Context: an optimization exercise on an open-source flow, tuned for small area. The choices shown serve that exercise and are no tape-out recipe. At most, simulation tests tie the RTL to the original design; equivalence was not proved. For runs 3 and 4, only the layout was checked, not whether the RTL still works. No activity file was given, so power comes from the tool's default toggle rates.

==> design/flow/design.v <==
package efuse_ctrl_pkg;
  typedef enum logic [2:0] {
    ST_IDLE      = 3'b000,
    ST_IDLE_DONE = 3'b001,
    ST_AUTO      = 3'b010,    
    ST_SETUP     = 3'b100,
    ST_STROBE    = 3'b101,
    ST_CAPTURE   = 3'b110,
    ST_DONE      = 3'b111
  } efuse_state_e;
  localparam int unsigned REG_CTRL     = 32'h00;
  localparam int unsigned REG_STATUS   = 32'h01;
  localparam int unsigned REG_STRB_CFG = 32'h02;
  localparam int unsigned SHADOW_BASE  = 32'h80;
  localparam int unsigned STRB_MIN = 1;
  function automatic logic [3:0] strb_sanitize(input logic [3:0] v);
    strb_sanitize = (v == 4'd0) ? 4'(STRB_MIN) : v;
  endfunction
endpackage
module efuse_aoi222 (
  input  logic a1, a2, b1, b2, c1, c2,
  output logic y
);
  assign y = ~((a1 & a2) | (b1 & b2) | (c1 & c2));
endmodule
module efuse_nand2 (
  input  logic a, b,
  output logic y
);
  assign y = ~(a & b);
endmodule
module efuse_nor2 (
  input  logic a, b,
  output logic y
);
  assign y = ~(a | b);
endmodule
module efuse_sel128 (
  input  logic [127:0] d_i,
  input  logic [127:0] oh_i,
  output logic         y_o
);
  logic [43:0] n1;    
  logic [10:0] o2;    
  logic [2:0]  n3;
  for (genvar g = 0; g < 42; g++) begin : g_l1
    efuse_aoi222 u (.a1(d_i[3*g]),   .a2(oh_i[3*g]),
                    .b1(d_i[3*g+1]), .b2(oh_i[3*g+1]),
                    .c1(d_i[3*g+2]), .c2(oh_i[3*g+2]), .y(n1[g]));
  end
  efuse_nand2 u_l1_126 (.a(d_i[126]), .b(oh_i[126]), .y(n1[42]));
  efuse_nand2 u_l1_127 (.a(d_i[127]), .b(oh_i[127]), .y(n1[43]));
  always_comb begin
    for (int i = 0; i < 10; i++) o2[i] = ~&n1[4*i +: 4];
    o2[10] = ~&n1[43:40];
    n3[0] = ~|o2[3:0];
    n3[1] = ~|o2[7:4];
    n3[2] = ~|o2[10:8];
    y_o   = ~&n3;
  end
endmodule
module efuse_load_ctrl
#(
  parameter  int EFUSE_BIT      = 1024,
  parameter  int APB_ADDR_WIDTH = 8,
  parameter  int APB_DATA_WIDTH = 8,
  parameter  int STRB_DEF       = 4,
  parameter  int AUTO_LOAD      = 1,
  localparam int EA_W           = $clog2(EFUSE_BIT)
) (
  input  logic                      clk,
  input  logic                      rstn,
  input  logic                      psel,
  input  logic                      penable,
  input  logic                      pwrite,
  input  logic [APB_ADDR_WIDTH-1:0] paddr,
  input  logic [APB_DATA_WIDTH-1:0] pwdata,
  output logic [APB_DATA_WIDTH-1:0] prdata,
  output logic                      pready,
  output logic                      pslverr,
  output logic                      efuse_csb,
  output logic [EA_W-1:0]           efuse_addr,
  output logic                      efuse_strobe,
  input  logic                      efuse_dout,
  output logic                      busy,
  output logic                      load_done
);
  efuse_ctrl_pkg::efuse_state_e state_q, state_d;
  logic [EA_W-1:0]      addr_q, addr_d;
  logic [3:0]           cnt_q;        
  logic [3:0]           slen_q;       
  logic                 start_req;
  logic                 start;
  logic                 busy_w, done_w;
  logic [1023:0]        ring_q;       
  logic [7:0]           cur_q;        
  logic [7:0]           prev_q;       
  logic [6:0]           h_q;          
  logic                 loading;
  logic [6:0]           ncur, ncur_m1, pidx;
  logic [3:0]           pm;           
  logic                 ins;
  logic [6:0]           rn;
  logic [6:0]           rsel;
  logic [7:0]           ring_byte;
  logic [7:0]           sh_byte;
  logic                 sh_valid;
  logic [7:0]           pmask;
  function automatic logic [6:0] slot(input logic [6:0] n, input logic [3:0] m);
    logic [3:0] prod;
    logic [3:0] tz;
    prod = m * n[3:0];
    tz   = {~|m[3:0], ~|m[2:0], ~|m[1:0], ~m[0]};
    slot = {prod, 3'b000} | {{n[0], n[1], n[2], n[3]} & tz, n[6:4]};
  endfunction
  logic       access;
  logic [3:0] strb_q, strb_d;
  assign access   = psel & penable;
  always_comb begin
    prdata    = '0;
    pslverr   = 1'b0;
    start_req = 1'b0;
    strb_d    = strb_q;
    if (access) begin
      if (paddr == 8'(efuse_ctrl_pkg::REG_CTRL)) begin
        if (pwrite) start_req = pwdata[0] & ~busy_w;
      end else if (paddr == 8'(efuse_ctrl_pkg::REG_STATUS)) begin
        if (pwrite) pslverr = 1'b1;
        else        prdata  = {6'b0, done_w, busy_w};
      end else if (paddr == 8'(efuse_ctrl_pkg::REG_STRB_CFG)) begin
        if (pwrite) begin
          if (busy_w) pslverr = 1'b1;
          else        strb_d  = efuse_ctrl_pkg::strb_sanitize(pwdata[3:0]);
        end else begin
          prdata = {4'b0, strb_q};
        end
      end else if (paddr[7]) begin
        if (pwrite) begin
          pslverr = 1'b1;
        end else begin
          prdata  = sh_byte;
          pslverr = busy_w;
        end
      end else begin
        pslverr = 1'b1;
      end
    end
  end
  always_ff @(posedge clk or negedge rstn) begin
    if (!rstn) strb_q <= 4'(STRB_DEF);
    else       strb_q <= strb_d;
  end
  assign busy_w       = state_q[2];
  assign done_w       = (state_q == efuse_ctrl_pkg::ST_IDLE_DONE);
  assign pready       = 1'b1;
  assign efuse_csb    = ~state_q[2] | (state_q == efuse_ctrl_pkg::ST_DONE);
  assign efuse_strobe = (state_q == efuse_ctrl_pkg::ST_STROBE);
  assign efuse_addr   = addr_q;
  assign busy         = busy_w;
  assign load_done    = done_w;
  assign start = ~state_q[2] & (start_req | (state_q == efuse_ctrl_pkg::ST_AUTO));
  always_comb begin
    state_d = state_q;
    addr_d  = addr_q;
    case (state_q)
      efuse_ctrl_pkg::ST_SETUP:   state_d = efuse_ctrl_pkg::ST_STROBE;
      efuse_ctrl_pkg::ST_STROBE:  if (cnt_q == 4'd1) state_d = efuse_ctrl_pkg::ST_CAPTURE;
      efuse_ctrl_pkg::ST_CAPTURE: begin
        if (addr_q == EA_W'(EFUSE_BIT - 1)) begin
          state_d = efuse_ctrl_pkg::ST_DONE;
        end else begin
          addr_d  = addr_q + EA_W'(1);
          state_d = efuse_ctrl_pkg::ST_SETUP;
        end
      end
      efuse_ctrl_pkg::ST_DONE:    state_d = efuse_ctrl_pkg::ST_IDLE_DONE;
      default: begin
        if (start) begin
          addr_d  = '0;
          state_d = efuse_ctrl_pkg::ST_SETUP;
        end
      end
    endcase
  end
  always_ff @(posedge clk or negedge rstn) begin
    if (!rstn) begin
      state_q <= (AUTO_LOAD != 0) ? efuse_ctrl_pkg::ST_AUTO : efuse_ctrl_pkg::ST_IDLE;
      addr_q  <= '0;
    end else begin
      state_q <= state_d;
      addr_q  <= addr_d;
    end
  end
  always_ff @(posedge clk) begin
    if (start) slen_q <= strb_q;
  end
  always_ff @(posedge clk) begin
    if (state_q == efuse_ctrl_pkg::ST_SETUP) cnt_q <= slen_q;
    else                                     cnt_q <= cnt_q - 4'd1;
  end
  assign loading = state_q[2] & ~(state_q == efuse_ctrl_pkg::ST_DONE);
  assign ncur    = addr_q[9:3];
  assign ncur_m1 = ncur - 7'd1;
  assign pidx    = ncur_m1;
  assign pm      = slen_q + 4'd2;
  always_ff @(posedge clk) begin
    if (state_q == efuse_ctrl_pkg::ST_STROBE) cur_q[addr_q[2:0]] <= efuse_dout;
  end
  always_ff @(posedge clk) begin
    if ((state_q == efuse_ctrl_pkg::ST_CAPTURE) && (addr_q[2:0] == 3'd7)) prev_q <= cur_q;
  end
  always_ff @(posedge clk) begin
    if (start) h_q <= {4'd0 - (strb_q + 4'd2), 3'b000};
    else       h_q <= h_q + 7'd1;
  end
  assign ins = loading && (h_q == slot(pidx, pm));
  always_ff @(posedge clk) begin
    ring_q <= {ring_q[1015:8], (ins ? prev_q : ring_q[7:0]), ring_q[1023:1016]};
  end
  assign rn        = paddr[6:0];
  assign rsel      = h_q - slot(rn, pm);
  logic [7:0]   sel_lo;    
  logic [15:0]  sel_hi;    
  logic [127:0] oh;
  always_comb begin
    for (int i = 0; i < 8; i++)  sel_lo[i] = (rsel[2:0] != 3'(i));
    for (int i = 0; i < 16; i++) sel_hi[i] = (rsel[6:3] != 4'(i));
  end
  for (genvar p = 0; p < 128; p++) begin : g_oh
    efuse_nor2 u_oh (.a(sel_hi[p / 8]), .b(sel_lo[p % 8]), .y(oh[p]));
  end
  for (genvar b = 0; b < 8; b++) begin : g_rd
    logic [127:0] col;
    for (genvar p = 0; p < 128; p++) begin : g_col
      assign col[p] = ring_q[8*p + b];
    end
    efuse_sel128 u_sel (.d_i(col), .oh_i(oh), .y_o(ring_byte[b]));
  end
  assign sh_valid  = (state_q[2] | state_q[0]) && (rn <= ncur);
  assign pmask     = {~loading, 7'b1111111 >> (3'd7 - addr_q[2:0])};
  always_comb begin
    if (!sh_valid)          sh_byte = '0;
    else if (rn == ncur)    sh_byte = cur_q & pmask;
    else if (loading && (rn == ncur_m1)) sh_byte = prev_q;
    else                    sh_byte = ring_byte;
  end
endmodule
==> design/flow/standard.sh <==
#!/bin/bash
# synth_recipe.tcl (not shown) runs the flow's synth.tcl, then flattens the netlist and writes it again
# the make line also repeats each setting of config.mk as NAME=value (left out here)
make -C /OpenROAD-flow-scripts/flow DESIGN_CONFIG=/design/flow/config.mk WORK_HOME=/design/flow/orfs CLKGATE_MAP_FILE= SYNTH_SCRIPT=/design/flow/synth_recipe.tcl "${@:-finish}"
==> design/flow/constraint.sdc <==
create_clock -name core_clock -period 12.0 [get_ports {clk}]
set_input_delay 2.4000 -clock core_clock [delete_from_list [all_inputs] [get_ports {clk}]]
set_output_delay 2.4000 -clock core_clock [all_outputs]
set_load 0.01 [all_outputs]
==> design/flow/flow/run.sh <==
#!/bin/bash
# Own layout flow: the standard ORFS flow (standard.sh) with these changes:
#  - synthesis runs the standard flow's own script (synth_recipe.tcl) unchanged, except that
#    ABC maps the logic with flow/abc_area.script (SAT-based deep synthesis
#    for area, then ORFS's usual mapper, no ABC buffering or gate sizing), and
#    the adders are left to ABC instead of ORFS's adder cell mapping. Registers
#    are mapped before ABC runs, so they are the standard synthesis's;
#  - the port buffers are plain buf_1 cells;
#  - the clock tree has no dummy loads, with sink clusters of up to 20 flops.
# The make output goes to flow_make.log; ORFS keeps each step's log in orfs/logs.
set -euo pipefail
here=$(pwd)
{
  echo "proc abc {args} {"
  echo "  set i [lsearch -exact \$args -script]"
  echo "  if {\$i >= 0} { lset args [expr {\$i + 1}] {$here/flow/abc_area.script} }"
  echo "  yosys abc {*}\$args"
  echo "}"
  cat synth_recipe.tcl
} > flow_synth.tcl
bash standard.sh \
  "SYNTH_SCRIPT=$here/flow_synth.tcl" 'ADDER_MAP_FILE=' \
  'BUFFER_PORTS_ARGS=-buffer_cell sky130_fd_sc_hd__buf_1' \
  'CTS_ARGS=-sink_clustering_enable -repair_clock_nets -dont_use_dummy_load -sink_clustering_size 20 -sink_clustering_max_diameter 60 -buf_list sky130_fd_sc_hd__clkbuf_8' \
  finish > flow_make.log 2>&1
==> design/flow/config.mk <==
export PLATFORM = sky130hd
export DESIGN_NAME = efuse_load_ctrl
export DESIGN_NICKNAME = efuse_load_ctrl
export VERILOG_FILES = /design/flow/design.v
export SDC_FILE = /design/flow/constraint.sdc
export NUM_CORES = 4
export LEC_CHECK = 0
export CAP_MARGIN = 0
export CORE_MARGIN = 2
export CORE_UTILIZATION = 45
export PLACE_DENSITY = 0.65
export SLEW_MARGIN = 0
export SYNTH_HIERARCHICAL = 1
export SYNTH_MINIMUM_KEEP_SIZE = 0
==> design/flow/flow/abc_area.script <==
&get -n
&st
&deepsyn -T 30
&dch
&nf -R 1000
&put
topo
stime -c
==> run notes, run 1 <==
nets - 2170
Crit-path slowest cell - nor4_1
synthesized instance count - 2031
post-CTS sizing - 0
core area - 62900 um^2
Critical Path AT - 8.55 ns
Seq cells post-synth - 1072
status - no timing/DRC/antenna violations
syn nets - 2053
wire per inst - 21.6 um
CTS Buf Count - 67
Comb pwr share - 13.5%
FILL cells - 5485
gr usage total - 19.4%
final total power - 5990 uW
HP Class - reg -> reg
die area - 65400 um^2
fin area - 30700 um^2
power share of the clock group - 25.1%
Post-synth EDFFs - 20
Die H - 256 um
Final Skew - 0.0812 ns
Synth area leader - dfxtp_1
area occupied by multi-input gates - 6700 um^2
worst-path cell chain - buf_1 -> xor2_1 -> nand2_1 -> o21ai_0 -> o21ai_0 -> nor2b_1 -> o21ai_0 -> a31oi_1 -> nor2_1 -> or2_0 -> nor3b_1 -> or2_0 -> xor2_1 -> nor2_1 -> nand2_1 -> nor2_1 -> a222oi_1 -> nand4_1 -> nor4_1 -> nand3_1 -> nand2_1 -> nand2_1 -> buf_1
vias in the first global route - 17.7k
Critical Path Sink Type - output pin
RSZ-0062 raised after global routing - no
CTS root buffer - clkbuf_8
Synth area leaders - dfxtp_1 73%, a222oi_1 12%, nor2_1 2.2%
clock latency on the worst-skew pair - 0.68 ns
Switching Fraction - 28.3%
Post-Syn Area - 28500 um^2
Setup crit start kind - input port
worst vdd ir - 0.139 mV
CP Data Required Time - 9.60 ns
PD cells - 195 nW/um^2
DRT Pass-1 Iters - 10
Peak Freq - 0.0913 GHz
Slew HR - 22.9%
DIE WIDTH - 256 um
layout cells sized above 1 - 3.73%
Area Overhead vs Synth - 7.72%
Final period util - 91.3%
Site Rows - 92
via count - 17.9k
Yosys Warn Count - 8
worst-path fanout max - 8
CP Class - in -> out
sequential cell area - 21700 um^2
Final Max Slew Viols - 0
Max-Cap Viols - 0
first-pass GRT wire length - 101000 um
Synth top area share - 72.7%
htree depth - 3
Switch Pwr - 1700 uW
Async SR Flop Fraction - 1.59%
internal power - 4300 uW
post-synthesis sequential area ratio - 76.3%
placed cell area - 29800 um^2
biggest cell delay along the critical path - 1.00 ns
crit-path most repeated cell - nand2_1
Sequential Power Share - 61.4%
Post-CTS Setup Bufs - 0
leakage - 0.0110 uW
Max Buffers Root-to-Sink - 3
GPL Wtd Cong - 0.859
Avg Synthesized Cell Area - 14.0 um^2
CTS tree - done
Tmin final - 10.95 ns
Worst Max-Slew Pin Slew - 1.15 ns
drt initial violations - 2639
largest net degree at the start of global routing - 22
clock sinks - 1072
initial core utilization - 45.3%
GRT overflow - 0
Clock transition at path regs - 0.11 ns
Post-CTS Hold Buffers - 0
DRT Wirelength - 64700 um
Hold Vio Cnt, Final - 0
I/O pin total - 46
antenna violation net count after detailed routing - 0
Detailed Place HPWL - 44600 um
CP Buf/Inv Count - 2
buffers added on ports - 40
Layout Utilization - 48.9%
Unique masters post-synth - 52
top_reg_cell synth - dfxtp_1
count of final setup violators - 0
Worst path top cell family by delay - simple AND/OR/NAND/NOR gates
Fin Setup TNS - 0 ns
vias per cell - 5.97
Post-route DRC - 0
initial antenna violation count - 1
==> final cells by class <==
type / count / area share [%]
diodes: 1 / 0.00815
clock buffers: 67 / 3.00
inverters: 14 / 0.171
multi-input cells: 944 / 21.8
flip-flops and latches: 1072 / 70.8
well taps: 846 / 3.45
repair buffers: 49 / 0.709
==> modules after synthesis (local to each module, per instance) <==
module,flops+latches,cells inside
efuse_aoi222,0,1
efuse_load_ctrl,1072,1431
efuse_nand2,0,1
efuse_nor2,0,1
efuse_sel128,0,15
==> cells in the final DEF (no fill, tap or decap), types with 6 or more instances in the layout <==
cell type	synthesis	layout
dfxtp_1	1035	1035
clkbuf_8	0	67
nand3_1	19	19
nand2b_1	6	6
nor3_1	21	21
edfxtp_1	20	20
mux2_1	21	21
nor2_1	169	169
nand4_1	91	91
a222oi_1	338	338
nand2_1	81	81
dfrtp_1	15	15
xor2_1	10	10
buf_4	1	9
buf_1	0	40
o21ai_0	34	32
xnor2_1	19	19
a21oi_1	27	27
clkinv_1	14	14
nor4_1	22	22
nor2b_1	9	9
==> metrics by stage <==
| stage | instances | hold WS [ns] | setup slack [ns] |
|---|---|---|---|
| final | 2993 | 0.260 | 1.05 |
| after global routing | 2993 | 0.269 | 0.581 |
| after CTS | 2992 | 0.247 | 1.28 |
| after detailed placement | 2925 | 0.334 | 1.34 |
| after global placement | 2925 | 0.334 | 1.59 |
| after floorplan | 2031 | 0.330 | 3.42 |
==> Yosys cell counts (3+ instances only) <==
library cell     n
dfxtp_1       1035
a222oi_1       338
nor2_1         169
nand4_1         91
nand2_1         81
o21ai_0         34
a21oi_1         27
nor4_1          22
mux2_1          21
nor3_1          21
edfxtp_1        20
nand3_1         19
xnor2_1         19
dfrtp_1         15
clkinv_1        14
xor2_1          10
nor2b_1          9
nand2b_1         6
a31oi_1          5
and2_0           5
and3_1           5
nand3b_1         5
nor3b_1          5
or3_1            5
a32oi_1          4
o22ai_1          4
or2_0            4
a21o_1           3
o221ai_1         3
o31ai_1          3
==> final timing paths <==
kind                       slack (ns)  cells past startpoint          end        start
setup / recovery                 1.05                     23    prdata[4]     paddr[5]
hold / removal                   0.26                      0  ring_q[473]  ring_q[465]
setup reg to reg                 8.07                     11    addr_q[8]   state_q[2]
hold reg to reg                  0.26                      0  ring_q[473]  ring_q[465]
max in group asynchronous        9.55                      1    addr_q[6]         rstn
min in group asynchronous        1.86                      1    addr_q[2]         rstn
==> sequential cells by signal, indices dropped and copies added (netlist names) <==
name,cells
state_q,3
prev_q,8
addr_q,10
cnt_q,4
strb_q,4
ring_q,1024
slen_q,4
cur_q,8
h_q,7
==> per-layer routing <==
metal  global-route usage [%]  routed length, um  vias up  part of all wire (%)
met2                     30.3              28900      675                    45
li1                         -                  -     8261                     -
met1                     27.4              29400     8819                    45
met4                     7.00               1940        0                   3.0
met5                        0                  0        -                     0
met3                     2.78               4490      120                   6.9
==> power by group through the flow <==
stage / clock network, uW / logic (uW) / registers, uW
5_1_grt: 1680 / 867 / 3690
6_report: 1500 / 810 / 3680
3_3_place_gp: 0 / 770 / 3760
2_1_floorplan: 0 / 459 / 3750
4_1_cts: 1550 / 795 / 3680
3_5_place_dp: 0 / 792 / 3760
==> kinds of logic after synthesis <==
group,count (synthesis),synth area share [%]
compound gates,438,14.0
fa+ha+maj,1,0.0351
other cells,1,0.0132
buf+inv,15,0.211
mux,22,0.865
xor+xnor,29,0.891
flops,1072,76.3
simple gates,453,7.66
==> run 2, diff against run 1 <==
--- a/design/flow/design.v
+++ b/design/flow/design.v
@@ -207,13 +207,13 @@
     if (state_q == efuse_ctrl_pkg::ST_STROBE) cur_q[addr_q[2:0]] <= efuse_dout;
   end
   always_ff @(posedge clk) begin
-    if ((state_q == efuse_ctrl_pkg::ST_CAPTURE) && (addr_q[2:0] == 3'd7)) prev_q <= cur_q;
+    if ((state_q == efuse_ctrl_pkg::ST_CAPTURE) && (addr_q[2:0] == 3'd7) && (addr_q[9:3] != 7'd127)) prev_q <= cur_q;
   end
   always_ff @(posedge clk) begin
     if (start) h_q <= {4'd0 - (strb_q + 4'd2), 3'b000};
     else       h_q <= h_q + 7'd1;
   end
-  assign ins = loading && (h_q == slot(pidx, pm));
+  assign ins = (h_q == slot(pidx, pm));
   always_ff @(posedge clk) begin
     ring_q <= {ring_q[1015:8], (ins ? prev_q : ring_q[7:0]), ring_q[1023:1016]};
   end
@@ -241,7 +241,7 @@
   always_comb begin
     if (!sh_valid)          sh_byte = '0;
     else if (rn == ncur)    sh_byte = cur_q & pmask;
-    else if (loading && (rn == ncur_m1)) sh_byte = prev_q;
+    else if (rn == ncur_m1) sh_byte = prev_q;
     else                    sh_byte = ring_byte;
   end
 endmodule
==> run 2 against run 1 <==
Synthesized cell count is 0.30% lower; register-to-register slack better by 0.58 ns; sequential cell count stayed put; setup slack better by 0.49 ns; count of clock-buffer cells in the layout stayed put; power is 3.3% higher; clock skew hardly changed; first-iteration DRC count is 0.99% lower; clock power hardly changed; sequential power is 4% higher; via count hardly changed; critical endpoint is now prdata[0].
==> run notes, run 2 <==
status - no timing/DRC/antenna violations (unchanged)
clock latency on the worst-skew pair - 0.68 ns (about the same)
Global Route met2 Usage - 30.4% (was 30.3%)
Max Buffers Root-to-Sink - 3 (unchanged)
drt initial violations - 2613 (was 2639)
vias per cell - 5.99 (was 5.97)
Avg Synthesized Cell Area - 14.1 um^2 (was 14.0 um^2)
antenna violation net count after detailed routing - 0 (unchanged)
DRT Wirelength - 65600 um (was 64700 um)
largest reg by FF count - ring_q (unchanged)
syn nets - 2047 (was 2053)
buffers added on ports - 40 (unchanged)
RSZ-0062 raised after global routing - no (unchanged)
nets - 2166 (was 2170)
gr usage total - 19.4% (about the same)
Site Rows - 92 (unchanged)
post-synthesis sequential area ratio - 76.3% (about the same)
Hold Vio Cnt, Final - 0 (unchanged)
Max-Cap Viols - 0 (unchanged)
Post-CTS Hold Buffers - 0 (unchanged)
Final period util - 87.2% (was 91.3%)
CP Data Required Time - 9.60 ns (about the same)
Post-Syn Area - 28500 um^2 (about the same)
Synth area leader - dfxtp_1 (unchanged)
Peak Freq - 0.0956 GHz (was 0.0913 GHz)
Final Skew - 0.0815 ns (was 0.0812 ns)
core area - 62900 um^2 (unchanged)
Tmin final - 10.46 ns (was 10.95 ns)
Async SR Flop Fraction - 1.59% (unchanged)
first-pass GRT wire length - 101000 um (about the same)
met1 GRT Util - 26.8% (was 27.4%)
Post-synth top cells - 1035 x dfxtp_1, 339 x a222oi_1, 162 x nor2_1 (was 1035 x dfxtp_1, 338 x a222oi_1, 169 x nor2_1)
via count - 17.9k (about the same)
Synth top area share - 72.7% (about the same)
Synth area leaders - dfxtp_1 73%, a222oi_1 12%, nor2_1 2.1% (was dfxtp_1 73%, a222oi_1 12%, nor2_1 2.2%)
post-CTS sizing - 0 (unchanged)
reg-to-reg critical path startpoint - slen_q[1] (was state_q[2])
Unique masters post-synth - 47 (was 52)
Seq cells post-synth - 1072 (unchanged)
initial antenna violation count - 1 (unchanged)
worst-path fanout max - 8 (unchanged)
I/O pin total - 46 (unchanged)
CTS Buf Count - 67 (unchanged)
Fin Setup TNS - 0 ns (unchanged)
Post-Synth XOR/XNOR Area - 1.14% (was 0.891%)
Worst Setup SP - paddr[5] (unchanged)
Setup WS post-layout - 1.54 ns (was 1.05 ns)
synthesized instance count - 2025 (was 2031)
HP Class - reg -> reg (unchanged)
largest family of logic cells by synthesized area - compound AO/OA/AOI/OAI gates (unchanged)
Yosys Warn Count - 8 (unchanged)
Setup crit start kind - input port (unchanged)
Detailed Place HPWL - 45000 um (was 44600 um)
hold_sp - ring_q[810] (was ring_q[465])
initial core utilization - 45.4% (was 45.3%)
GRT overflow - 0 (unchanged)
Post-route DRC - 0 (unchanged)
antenna fix cells - 0 (was 1)
Top Usage Layer GRT - met2 (unchanged)
count of final setup violators - 0 (unchanged)
simple-gate portion of the synthesized area - 7.78% (was 7.66%)
CTS tree - done (unchanged)
leakage - 0.0110 uW (about the same)
layout cells sized above 1 - 3.78% (was 3.73%)
DRT Pass-1 Iters - 10 (unchanged)
mux cell area share after synthesis - 0.821% (was 0.865%)
htree depth - 3 (unchanged)
Final Max Slew Viols - 0 (unchanged)
clock sinks - 1072 (unchanged)
grt met3 use - 3.67% (was 2.78%)
Critical Path AT - 8.06 ns (was 8.55 ns)
Slew HR - 28.0% (was 22.9%)
CP Class - in -> out (unchanged)
DIE WIDTH - 256 um (about the same)
pre-CTS setup slack - 1.72 ns (was 1.34 ns)
Critical Path Sink Type - output pin (unchanged)
worst vdd ir - 0.134 mV (was 0.139 mV)
Compound-Gate Fraction of Synth Area - 13.7% (was 14.0%)
Regs by FF count - ring_q (1024), addr_q (10) (unchanged)
Post-synth EDFFs - 20 (unchanged)
vias in the first global route - 17.7k (about the same)
Clock transition at path regs - 0.11 ns (about the same)
Die H - 256 um (about the same)
Post-Synth Adder-Cell Area - 0.105% (was 0.0351%)
GPL Wtd Cong - 0.864 (was 0.859)
top_reg_cell synth - dfxtp_1 (unchanged)
die area - 65400 um^2 (about the same)
commonest non-fill, non-tap cell in the layout - dfxtp_1 (unchanged)
leading cell type by number of instances after synthesis - dfxtp_1 (unchanged)
most frequent cells in the layout - 1035 x dfxtp_1, 339 x a222oi_1, 162 x nor2_1 (was 1035 x dfxtp_1, 338 x a222oi_1, 169 x nor2_1)
Worst Max-Slew Pin Slew - 1.07 ns (was 1.15 ns)
PD cells - 202 nW/um^2 (was 195 nW/um^2)
CTS root buffer - clkbuf_8 (unchanged)
largest net degree at the start of global routing - 22 (unchanged)
Post-CTS Setup Bufs - 0 (unchanged)
max FFs per register - 1024 (unchanged)
Area Overhead vs Synth - 7.75% (was 7.72%)
wire per inst - 22.0 um (was 21.6 um)
==> run 2: cell types whose count changed in the layout (fill, tap and decap cells not counted), sizes merged, moves of 5 or more <==
cell / delta
and2: +6
nand2b: +5
nor2: -7
nor2b: +5
o21a: +5
o21ai: -13
==> run 2: worst max-delay path, stage by stage <==
cell and delay, ns:
buf_1 0.28, nand2_1 0.15, a21oi_1 0.24, nor2_1 0.12
nor2_1 0.12, nand2_1 0.08, a31oi_1 0.25, a21oi_1 0.14
maj3_1 0.41, maj3_1 0.38, xnor2_1 0.37, nor2_1 0.25
nand2_1 0.28, nor2_1 0.23, a222oi_1 0.47, nand4_1 0.24
nor4_1 0.95, nand3_1 0.29, nand2_1 0.13, nand4_1 0.10
buf_1 0.16
==> run 2: modules after synthesis (local to each module, per instance) <==
module / area, um^2 / flip-flops and latches / cells inside
efuse_sel128: 91.3 / 0 / 15
efuse_aoi222: 10.0 / 0 / 1
efuse_load_ctrl: 23900 / 1072 / 1425
efuse_nor2: 3.75 / 0 / 1
efuse_nand2: 3.75 / 0 / 1
==> run 2: final timing paths <==
check	to	slack [ns]	depth (start not counted)
max	prdata[0]	1.54	21
min	ring_q[818]	0.28	0
max reg2reg	ring_q[15]	8.65	11
min reg2reg	ring_q[818]	0.28	0
max in group asynchronous	addr_q[0]	9.55	1
min in group asynchronous	addr_q[1]	1.87	1
==> run 2: cell families (layout without fill, tap and decap cells) <==
logic type,Yosys count,after routing
adders and majority gates,3,3
AOI/OAI and AO/OA,422,422
DFF,1072,1072
xor gates and xnor gates,37,37
and+or+nand+nor,457,457
other,1,1
buffers and inverters,12,129
muxes,21,21
==> run 2: stage by stage <==
step           instances  utilization [%]  hold slack (ns)  cell area [um^2]  total power, uW
2_1_floorplan       2025                -            0.330             28500             4360
5_1_grt             2988             48.9            0.272             30700             6420
3_5_place_dp        2921             47.4            0.334             29800             4740
3_3_place_gp        2921             47.4            0.334             29800             4710
4_1_cts             2988             48.9            0.274             30700             6200
6_report            2988             48.9            0.276             30700             6190
==> run 2: final cells by class <==
class                      instances  area (um^2)
multi-input combinational        941         6720
sequential                      1072        21700
timing repair buffer              51          233
inverter                          11         41.3
tap                              846         1060
fill                            5516        32100
clock buffer                      67          922
==> run 2: layer usage <==
| layer | share of wire (%) | vias to the layer above |
|---|---|---|
| met5 | 0 | - |
| li1 | - | 8217 |
| met4 | 3.6 | 0 |
| met1 | 45 | 8855 |
| met2 | 45 | 679 |
| met3 | 7.1 | 136 |
==> run 2: power by group <==
part | internal [uW] | total [uW] | leakage, uW | switching [uW]
clock | 507 | 1510 | 0.000482 | 998
combinational | 215 | 866 | 0.00178 | 651
sequential | 3680 | 3820 | 0.00872 | 139
total | 4400 | 6190 | 0.0110 | 1790
==> run 3, diff against run 2 <==
--- a/design/flow/design.v
+++ b/design/flow/design.v
@@ -88,7 +88,8 @@
   efuse_ctrl_pkg::efuse_state_e state_q, state_d;
   logic [EA_W-1:0]      addr_q, addr_d;
   logic [3:0]           cnt_q;        
-  logic [3:0]           slen_q;       
+  logic [3:0]           pm_q;         
+  logic [3:0]           pm_new;       
   logic                 start_req;
   logic                 start;
   logic                 busy_w, done_w;
@@ -98,7 +99,6 @@
   logic [6:0]           h_q;          
   logic                 loading;
   logic [6:0]           ncur, ncur_m1, pidx;
-  logic [3:0]           pm;           
   logic                 ins;
   logic [6:0]           rn;
   logic [6:0]           rsel;
@@ -191,34 +191,35 @@
       addr_q  <= addr_d;
     end
   end
-  always_ff @(posedge clk) begin
-    if (start) slen_q <= strb_q;
-  end
-  always_ff @(posedge clk) begin
-    if (state_q == efuse_ctrl_pkg::ST_SETUP) cnt_q <= slen_q;
+  assign pm_new = strb_q + 4'd2;
+  always_ff @(posedge clk) begin
+    if (start) pm_q <= pm_new;
+  end
+  always_ff @(posedge clk) begin
+    if (state_q == efuse_ctrl_pkg::ST_SETUP) cnt_q <= strb_q;
     else                                     cnt_q <= cnt_q - 4'd1;
   end
   assign loading = state_q[2] & ~(state_q == efuse_ctrl_pkg::ST_DONE);
   assign ncur    = addr_q[9:3];
   assign ncur_m1 = ncur - 7'd1;
   assign pidx    = ncur_m1;
-  assign pm      = slen_q + 4'd2;
   always_ff @(posedge clk) begin
     if (state_q == efuse_ctrl_pkg::ST_STROBE) cur_q[addr_q[2:0]] <= efuse_dout;
   end
   always_ff @(posedge clk) begin
-    if ((state_q == efuse_ctrl_pkg::ST_CAPTURE) && (addr_q[2:0] == 3'd7) && (addr_q[9:3] != 7'd127)) prev_q <= cur_q;
-  end
-  always_ff @(posedge clk) begin
-    if (start) h_q <= {4'd0 - (strb_q + 4'd2), 3'b000};
+    if ((state_q == efuse_ctrl_pkg::ST_CAPTURE) && (addr_q[2:0] == 3'd7) && (addr_q[9:3] != 7'd127))
+      prev_q <= cur_q;
+  end
+  always_ff @(posedge clk) begin
+    if (start) h_q <= {4'd0 - pm_new, 3'b000};
     else       h_q <= h_q + 7'd1;
   end
-  assign ins = (h_q == slot(pidx, pm));
+  assign ins = (h_q == slot(pidx, pm_q));
   always_ff @(posedge clk) begin
     ring_q <= {ring_q[1015:8], (ins ? prev_q : ring_q[7:0]), ring_q[1023:1016]};
   end
   assign rn        = paddr[6:0];
-  assign rsel      = h_q - slot(rn, pm);
+  assign rsel      = h_q - slot(rn, pm_q);
   logic [7:0]   sel_lo;    
   logic [15:0]  sel_hi;    
   logic [127:0] oh;
--- a/design/flow/flow/run.sh
+++ b/design/flow/flow/run.sh
@@ -6,7 +6,7 @@
 #    the adders are left to ABC instead of ORFS's adder cell mapping. Registers
 #    are mapped before ABC runs, so they are the standard synthesis's;
 #  - the port buffers are plain buf_1 cells;
-#  - the clock tree has no dummy loads, with sink clusters of up to 20 flops.
+#  - the clock tree has no dummy loads, with sink clusters of up to 18 flops.
 # The make output goes to flow_make.log; ORFS keeps each step's log in orfs/logs.
 set -euo pipefail
 here=$(pwd)
==> run 3 against run 2 <==
Routed wire length up 0.14%; sequential cell count unchanged; die area down 0.19%; critical path type unchanged; largest cell class unchanged; largest power group unchanged.
==> run notes, run 3 <==
Unique masters post-synth - 44 (was 47)
worst vdd ir - 0.151 mV (was 0.134 mV)
reg2reg end - h_q[3] (was ring_q[15])
Site Rows - 92 (unchanged)
drt initial violations - 2823 (was 2613)
gr usage total - 19.4% (about the same)
Final Skew - 0.0817 ns (was 0.0815 ns)
Setup crit start kind - input port (unchanged)
clock sinks - 1072 (unchanged)
largest reg by FF count - ring_q (unchanged)
antenna violation net count after detailed routing - 0 (unchanged)
antenna fix cells - 0 (unchanged)
fin area - 30600 um^2 (was 30700 um^2)
DIE WIDTH - 255 um (was 256 um)
die area - 65300 um^2 (was 65400 um^2)
synthesized instance count - 2038 (was 2025)
syn nets - 2060 (was 2047)
Fin Setup TNS - 0 ns (unchanged)
placed cell area - 29800 um^2 (about the same)
Final Max Slew Viols - 0 (unchanged)
pre-CTS setup slack - 1.06 ns (was 1.72 ns)
Tmin final - 11.12 ns (was 10.46 ns)
post-synthesis sequential area ratio - 76.4% (was 76.3%)
Synth area leader - dfxtp_1 (unchanged)
Post-synth top cells - 1035 x dfxtp_1, 337 x a222oi_1, 176 x nor2_1 (was 1035 x dfxtp_1, 339 x a222oi_1, 162 x nor2_1)
Seq cells post-synth - 1072 (unchanged)
DRT Wirelength - 65700 um (was 65600 um)
Synth top area share - 72.8% (was 72.7%)
HP Class - reg -> reg (unchanged)
PD cells - 194 nW/um^2 (was 202 nW/um^2)
first-pass GRT wire length - 101000 um (about the same)
Worst Hold Endpoint - ring_q[294] (was ring_q[818])
Slew HR - 35.6% (was 28.0%)
buffers added on ports - 40 (unchanged)
count of final setup violators - 0 (unchanged)
commonest non-fill, non-tap cell in the layout - dfxtp_1 (unchanged)
GRT overflow - 0 (unchanged)
Synth area leaders - dfxtp_1 73%, a222oi_1 12%, nor2_1 2.3% (was dfxtp_1 73%, a222oi_1 12%, nor2_1 2.1%)
vias in the first global route - 17.5k (was 17.7k)
initial core utilization - 45.3% (was 45.4%)
Post-Syn Area - 28500 um^2 (about the same)
Regs by FF count - ring_q (1024), addr_q (10) (unchanged)
Post-CTS Hold Buffers - 0 (unchanged)
reg-to-reg critical path startpoint - state_q[2] (was slen_q[1])
Layout Utilization - 48.7% (was 48.9%)
Max-Cap Viols - 0 (unchanged)
hold_sp - ring_q[286] (was ring_q[810])
Crit-path slowest cell - nor4_1 (unchanged)
Comb pwr share - 12.5% (was 14.0%)
Yosys Warn Count - 8 (unchanged)
leading cell type by number of instances after synthesis - dfxtp_1 (unchanged)
worst hold stages - 0 (unchanged)
Async SR Flop Fraction - 1.59% (unchanged)
Critical Path Sink Type - output pin (unchanged)
biggest cell delay along the critical path - 0.88 ns (was 0.95 ns)
vias per cell - 5.98 (was 5.99)
Clock transition at path regs - 0.11 ns (about the same)
CTS tree - done (unchanged)
Crit path depth - 21 (unchanged)
final total power - 5950 uW (was 6190 uW)
DRT Pass-1 Iters - 17 (was 10)
status - no timing/DRC/antenna violations (unchanged)
nets - 2175 (was 2166)
max FFs per register - 1024 (unchanged)
largest net degree at the start of global routing - 21 (was 22)
Avg Synthesized Cell Area - 14.0 um^2 (was 14.1 um^2)
Worst path top cell family by delay - simple AND/OR/NAND/NOR gates (unchanged)
Reg2Reg Setup Slack - 8.94 ns (was 8.65 ns)
worst-path cell chain - buf_1 -> nor2b_1 -> nor2b_1 -> and2_0 -> nand2_1 -> a31o_1 -> maj3_1 -> maj3_1 -> maj3_1 -> xnor2_1 -> xnor2_1 -> nor2b_1 -> nand2_1 -> nor2_1 -> a222oi_1 -> nand4_1 -> nor4_1 -> nand3_1 -> nand2_1 -> nand2_1 -> buf_1 (was buf_1 -> nand2_1 -> a21oi_1 -> nor2_1 -> nor2_1 -> nand2_1 -> a31oi_1 -> a21oi_1 -> maj3_1 -> maj3_1 -> xnor2_1 -> nor2_1 -> nand2_1 -> nor2_1 -> a222oi_1 -> nand4_1 -> nor4_1 -> nand3_1 -> nand2_1 -> nand4_1 -> buf_1)
top_reg_cell synth - dfxtp_1 (unchanged)
CP Data Required Time - 9.60 ns (about the same)
I/O pin total - 46 (unchanged)
Post-synth EDFFs - 20 (unchanged)
crit-path most repeated cell - nand2_1
Switch Pwr - 1650 uW (was 1790 uW)
Final period util - 92.7% (was 87.2%)
worst reg2reg path depth - 8 (was 11)
CTS root buffer - clkbuf_8 (unchanged)
Hold Vio Cnt, Final - 0 (unchanged)
Post-route DRC - 0 (unchanged)
CTS Buf Count - 61 (was 67)
clock latency on the worst-skew pair - 0.72 ns (was 0.68 ns)
wire per inst - 21.9 um (was 22.0 um)
initial antenna violation count - 1 (unchanged)
leakage - 0.0109 uW (was 0.0110 uW)
Switching Fraction - 27.8% (was 28.9%)
Setup WS post-layout - 0.877 ns (was 1.54 ns)
CP Class - in -> out (unchanged)
most frequent cells in the layout - 1035 x dfxtp_1, 337 x a222oi_1, 176 x nor2_1 (was 1035 x dfxtp_1, 339 x a222oi_1, 162 x nor2_1)
GPL Wtd Cong - 0.861 (was 0.864)
Peak Freq - 0.0899 GHz (was 0.0956 GHz)
worst-path fanout max - 8 (unchanged)
layout cells sized above 1 - 3.72% (was 3.78%)
Post-CTS Setup Bufs - 0 (unchanged)
Die H - 255 um (was 256 um)
RSZ-0062 raised after global routing - no (unchanged)
Critical Path AT - 8.72 ns (was 8.06 ns)
FILL cells - 5505 (was 5516)
Area Overhead vs Synth - 7.58% (was 7.75%)
Detailed Place HPWL - 45100 um (was 45000 um)
Worst Max-Slew Pin Slew - 0.966 ns (was 1.07 ns)
post-CTS sizing - 0 (unchanged)
core area - 62900 um^2 (unchanged)
internal power - 4290 uW (was 4400 uW)
htree depth - 2 (was 3)
Sequential Power Share - 63.2% (was 61.7%)
power share of the clock group - 24.3% (about the same)
CP Buf/Inv Count - 2 (unchanged)
via count - 17.9k (about the same)
Max Buffers Root-to-Sink - 3 (unchanged)
[run 3: changes by cell type in the layout (fill, tap and decap cells not counted), moves of 4 or more]
cell / delta
nor2_1: +14
o21ai_0: +13
mux2_1: -9
clkbuf_8: -6
and2_0: -5
clkinv_1: +5
nand2_1: +5
nand2b_1: -5
o21a_1: -5
or3_1: -4
xor2_1: -4
[run 3: metrics by stage]
stage | hold WS (ns) | std cells
4_1_cts | 0.304 | 2997
2_1_floorplan | 0.330 | 2038
5_1_grt | 0.299 | 2997
3_3_place_gp | 0.332 | 2936
3_5_place_dp | 0.336 | 2936
6_report | 0.301 | 2997
[run 3: how the worst max path moves through the flow]
stage             start         to
2_1_floorplan  paddr[6]  prdata[0]
3_3_place_gp   paddr[6]  prdata[6]
3_5_place_dp   paddr[6]  prdata[6]
4_1_cts        paddr[6]  prdata[6]
5_1_grt        paddr[6]  prdata[6]
6_report       paddr[6]  prdata[6]
[run 3: worst register-to-register path: cells and delay by family, from the launching register on]
kind,cells,cell delay (ns)
compound gates,3,0.95
buf+inv,2,0.90
simple gates,3,0.57
flops,1,0.50
[run 3: area by class of cell]
cell class | count | area, um^2 | area share, %
sequential | 1072 | 21700 | 71.0
multi-input combinational | 949 | 6660 | 21.8
timing repair buffer | 53 | 248 | 0.809
clock buffer | 61 | 840 | 2.74
inverter | 16 | 60.1 | 0.196
tap | 846 | 1060 | 3.46
[run 3: metal layers]
layer  track usage, %  part of all wire, %
met4             6.22                  2.8
met1             27.0                   44
met2             30.2                   44
met3             4.05                  8.6
met5                0                0.012
[run 3: logic make-up (layout without fill, tap and decap cells)]
| family | Yosys count | in the layout | share of synthesized area [%] |
|---|---|---|---|
| DFF | 1072 | 1072 | 76.4 |
| and+or+nand+nor | 461 | 461 | 7.70 |
| AOI/OAI and AO/OA | 437 | 437 | 14.0 |
| xor gates and xnor gates | 36 | 36 | 1.11 |
| buffers and inverters | 17 | 130 | 0.237 |
| muxes | 11 | 11 | 0.431 |
| adders and majority gates | 3 | 3 | 0.106 |
| other | 1 | 1 | 0.0132 |
[run 3: Yosys stat by module (local to each module, per instance)]
module	flip-flops and latches	cells inside	cell area, um^2
efuse_nor2	0	1	3.75
efuse_load_ctrl	1072	1438	23800
efuse_sel128	0	15	91.3
efuse_nand2	0	1	3.75
efuse_aoi222	0	1	10.0
[run 3: power by group through the flow]
stage | logic [uW] | registers, uW | clock network, uW
6_report | 745 | 3750 | 1450
5_1_grt | 799 | 3770 | 1610
2_1_floorplan | 427 | 3810 | 0
3_3_place_gp | 710 | 3830 | 0
4_1_cts | 729 | 3750 | 1480
3_5_place_dp | 727 | 3830 | 0
==> run 4, diff against run 3 <==
--- a/design/flow/flow/run.sh
+++ b/design/flow/flow/run.sh
@@ -21,5 +21,5 @@
 bash standard.sh \
   "SYNTH_SCRIPT=$here/flow_synth.tcl" 'ADDER_MAP_FILE=' \
   'BUFFER_PORTS_ARGS=-buffer_cell sky130_fd_sc_hd__buf_1' \
-  'CTS_ARGS=-sink_clustering_enable -repair_clock_nets -dont_use_dummy_load -sink_clustering_size 20 -sink_clustering_max_diameter 60 -buf_list sky130_fd_sc_hd__clkbuf_8' \
+  'CTS_ARGS=-sink_clustering_enable -repair_clock_nets -dont_use_dummy_load -sink_clustering_size 18 -sink_clustering_max_diameter 70 -buf_list sky130_fd_sc_hd__clkbuf_8' \
   finish > flow_make.log 2>&1
==> run 4 against run 3 <==
Clock power rose by 6%; utilization rose by 0.20 points; sequential power barely moved; register-to-register slack improved by 0.02 ns; highest routed layer unchanged; final cell count rose by 0.33%.
==> run notes, run 4 <==
die area - 65300 um^2 (unchanged)
DIE WIDTH - 255 um (unchanged)
Synth top area share - 72.8% (unchanged)
CP Data Required Time - 9.60 ns (about the same)
Layout Utilization - 48.9% (was 48.7%)
Post-CTS Setup Bufs - 0 (unchanged)
Hold Vio Cnt, Final - 0 (unchanged)
Unique masters post-synth - 44 (unchanged)
antenna violation net count after detailed routing - 0 (unchanged)
DRT Pass-1 Iters - 13 (was 17)
GPL Wtd Cong - 0.861 (unchanged)
worst hold stages - 0 (unchanged)
Seq cells post-synth - 1072 (unchanged)
nets - 2184 (was 2175)
Slew HR - 32.4% (was 35.6%)
Post-route DRC - 0 (unchanged)
FILL cells - 5503 (was 5505)
worst vdd ir - 0.149 mV (was 0.151 mV)
CTS tree - done (unchanged)
worst hold slack - 0.303 ns (was 0.301 ns)
biggest cell delay along the critical path - 0.90 ns (was 0.88 ns)
Area Overhead vs Synth - 8.02% (was 7.58%)
largest net degree at the start of global routing - 19 (was 21)
worst-path cell chain - buf_1 -> nor2b_1 -> nor2b_1 -> and2_0 -> nand2_1 -> a31o_1 -> maj3_1 -> maj3_1 -> maj3_1 -> xnor2_1 -> xnor2_1 -> nor2b_1 -> nand2_1 -> nor2_1 -> a222oi_1 -> nand4_1 -> nor4_1 -> nand3_1 -> nand2_1 -> nand2_1 -> buf_1 (unchanged)
Synth area leaders - dfxtp_1 73%, a222oi_1 12%, nor2_1 2.3% (unchanged)
count of final setup violators - 0 (unchanged)
met3 WL - 5990 um (was 5640 um)
top_reg_cell synth - dfxtp_1 (unchanged)
pre-CTS setup slack - 1.06 ns (unchanged)
Setup WS post-layout - 0.846 ns (was 0.877 ns)
first-pass GRT wire length - 101000 um (about the same)
via count - 17.9k (about the same)
CP Class - in -> out (unchanged)
Post-synth EDFFs - 20 (unchanged)
CTS Buf Count - 70 (was 61)
vias per cell - 5.97 (was 5.98)
PD cells - 196 nW/um^2 (was 194 nW/um^2)
layout cells sized above 1 - 4.12% (was 3.72%)
Setup crit start kind - input port (unchanged)
worst reg2reg path depth - 8 (unchanged)
largest reg by FF count - ring_q (unchanged)
Regs by FF count - ring_q (1024), addr_q (10) (unchanged)
leakage - 0.0110 uW (was 0.0109 uW)
syn nets - 2060 (unchanged)
Fin Setup TNS - 0 ns (unchanged)
Final Skew - 0.0720 ns (was 0.0817 ns)
post-synthesis sequential area ratio - 76.4% (unchanged)
max FFs per register - 1024 (unchanged)
Site Rows - 92 (unchanged)
post-CTS sizing - 0 (unchanged)
Post-Syn Area - 28500 um^2 (unchanged)
DR WL met2 - 28900 um (was 29200 um)
Tmin final - 11.15 ns (was 11.12 ns)
Async SR Flop Fraction - 1.59% (unchanged)
Final Max Slew Viols - 0 (unchanged)
Critical Path Sink Type - output pin (unchanged)
Synth area leader - dfxtp_1 (unchanged)
worst-path fanout max - 8 (unchanged)
commonest non-fill, non-tap cell in the layout - dfxtp_1 (unchanged)
Max-Cap Viols - 0 (unchanged)
placed cell area - 29800 um^2 (unchanged)
leading cell type by number of instances after synthesis - dfxtp_1 (unchanged)
Peak Freq - 0.0897 GHz (was 0.0899 GHz)
RSZ-0062 raised after global routing - no (unchanged)
fin area - 30700 um^2 (was 30600 um^2)
Top Metal Used - met5 (unchanged)
Avg Synthesized Cell Area - 14.0 um^2 (unchanged)
GRT overflow - 0 (unchanged)
vias in the first global route - 17.6k (was 17.5k)
wire per inst - 21.8 um (was 21.9 um)
synthesized instance count - 2038 (unchanged)
CTS root buffer - clkbuf_8 (unchanged)
htree depth - 3 (was 2)
Worst Max-Slew Pin Slew - 1.01 ns (was 0.966 ns)
Clock transition at path regs - 0.10 ns (was 0.11 ns)
clock sinks - 1072 (unchanged)
Post-synth top cells - 1035 x dfxtp_1, 337 x a222oi_1, 176 x nor2_1 (unchanged)
HP Class - reg -> reg (unchanged)
gr usage total - 19.5% (was 19.4%)
DRT Wirelength - 65700 um (about the same)
Detailed Place HPWL - 45100 um (unchanged)
Critical Path AT - 8.75 ns (was 8.72 ns)
clock latency on the worst-skew pair - 0.69 ns (was 0.72 ns)
Final period util - 92.9% (was 92.7%)
buffers added on ports - 40 (unchanged)
core area - 62900 um^2 (unchanged)
Yosys Warn Count - 8 (unchanged)
Die H - 255 um (unchanged)
drt initial violations - 2639 (was 2823)
initial core utilization - 45.3% (unchanged)
Post-CTS Hold Buffers - 0 (unchanged)
M1 WL - 28700 um (was 29000 um)
status - no timing/DRC/antenna violations (unchanged)
I/O pin total - 46 (unchanged)
Max Buffers Root-to-Sink - 3 (unchanged)
crit-path most repeated cell - nand2_1 (unchanged)
Crit-path slowest cell - nor4_1 (unchanged)
initial antenna violation count - 2 (was 1)
most frequent cells in the layout - 1035 x dfxtp_1, 337 x a222oi_1, 176 x nor2_1 (unchanged)
-- run 4: critical path, delay by kind of cell --
family | cells | cell delay [ns]
buffers and inverters | 2 | 0.35
adders and majority gates | 3 | 1.14
AOI/OAI and AO/OA | 2 | 0.75
and+or+nand+nor | 12 | 3.26
xor gates and xnor gates | 2 | 0.82
-- run 4: kinds of logic (layout without fill, tap and decap cells) --
logic type | after synthesis | after routing | share of synthesized area [%]
DFF | 1072 | 1072 | 76.4
and+or+nand+nor | 461 | 461 | 7.70
AOI/OAI and AO/OA | 437 | 437 | 14.0
xor gates and xnor gates | 36 | 36 | 1.11
buffers and inverters | 17 | 139 | 0.237
muxes | 11 | 11 | 0.431
adders and majority gates | 3 | 3 | 0.106
other | 1 | 2 | 0.0132
-- run 4: cell type report --
class / count / area, um^2 / share of cell area [%]
multi-input combinational: 949 / 6660 / 21.7
tap: 846 / 1060 / 3.44
clock buffer: 70 / 963 / 3.13
inverter: 16 / 60.1 / 0.195
timing repair buffer: 53 / 248 / 0.806
sequential: 1072 / 21700 / 70.7
antenna: 1 / 2.50 / 0.00814
-- run 4: report_power, final --
part / switching [uW] / leakage [uW] / internal, uW
logic: 561 / 0.00173 / 186
clock network: 1010 / 0.000503 / 528
registers: 103 / 0.00872 / 3650
-- run 4: modules after synthesis (local to each module, per instance) --
module / area [um^2] / cells / copies in the design
efuse_load_ctrl: 23800 / 1438 / 1
efuse_nor2: 3.75 / 1 / 128
efuse_sel128: 91.3 / 15 / 8
efuse_nand2: 3.75 / 1 / 16
efuse_aoi222: 10.0 / 1 / 336
-- run 4: path summary, 6_finish.rpt --
kind                                  start          end  slack (ns)
worst max-delay path               paddr[6]    prdata[6]        0.85
worst min-delay path            ring_q[439]  ring_q[447]        0.30
worst max register to register   state_q[2]       h_q[3]        8.96
worst min register to register  ring_q[439]  ring_q[447]        0.30
max in group asynchronous              rstn    addr_q[3]        9.48
min in group asynchronous              rstn    strb_q[3]        1.89
-- run 4: metrics by stage --
step | power, uW | std cells
finish | 6040 | 3007
global route | 6270 | 3007
CTS | 6050 | 3006
detailed placement | 4560 | 2936
global placement | 4540 | 2936
floorplan | 4230 | 2038
-- run 4: layer usage --
metal / vias up / track usage (%)
met4: 2 / 6.45
met5: - / 0
met1: 8795 / 27.0
li1: 8239 / -
met3: 132 / 4.80
met2: 775 / 30.0

[re-timing with driven ports]
The results above use ideal ports. As a check the final layouts listed here were re-extracted and re-timed, cells and wires unchanged. Step 1 sets driving cells, clkbuf_16 on the clock port and buf_2 on the other inputs (assumed; they add their load-dependent delay and slew). Step 2 times the ports against the registers' clock, not the clock port: input delays grow and output delays shrink by t, the midpoint of the rising clock arrivals with the driver on. a / b / c = no drivers / after step 1 / after step 2; a / b = the first two.
run	t (ns)	setup slack, ns	worst register clock-pin slew, ns
run 1	0.697	1.049 / 1.024 / 1.024	0.12 / 0.12
run 2	0.699	1.539 / 1.500 / 1.500	0.12 / 0.12
run 3	0.738	0.877 / 0.850 / 0.850	0.12 / 0.12
run 4	0.715	0.846 / 0.819 / 0.819	0.11 / 0.11
After both steps every run listed still meets setup and hold. For run 2, which loses most, drivers alone change the setup slack by -0.039 ns; drivers and shift together by -0.039 ns.
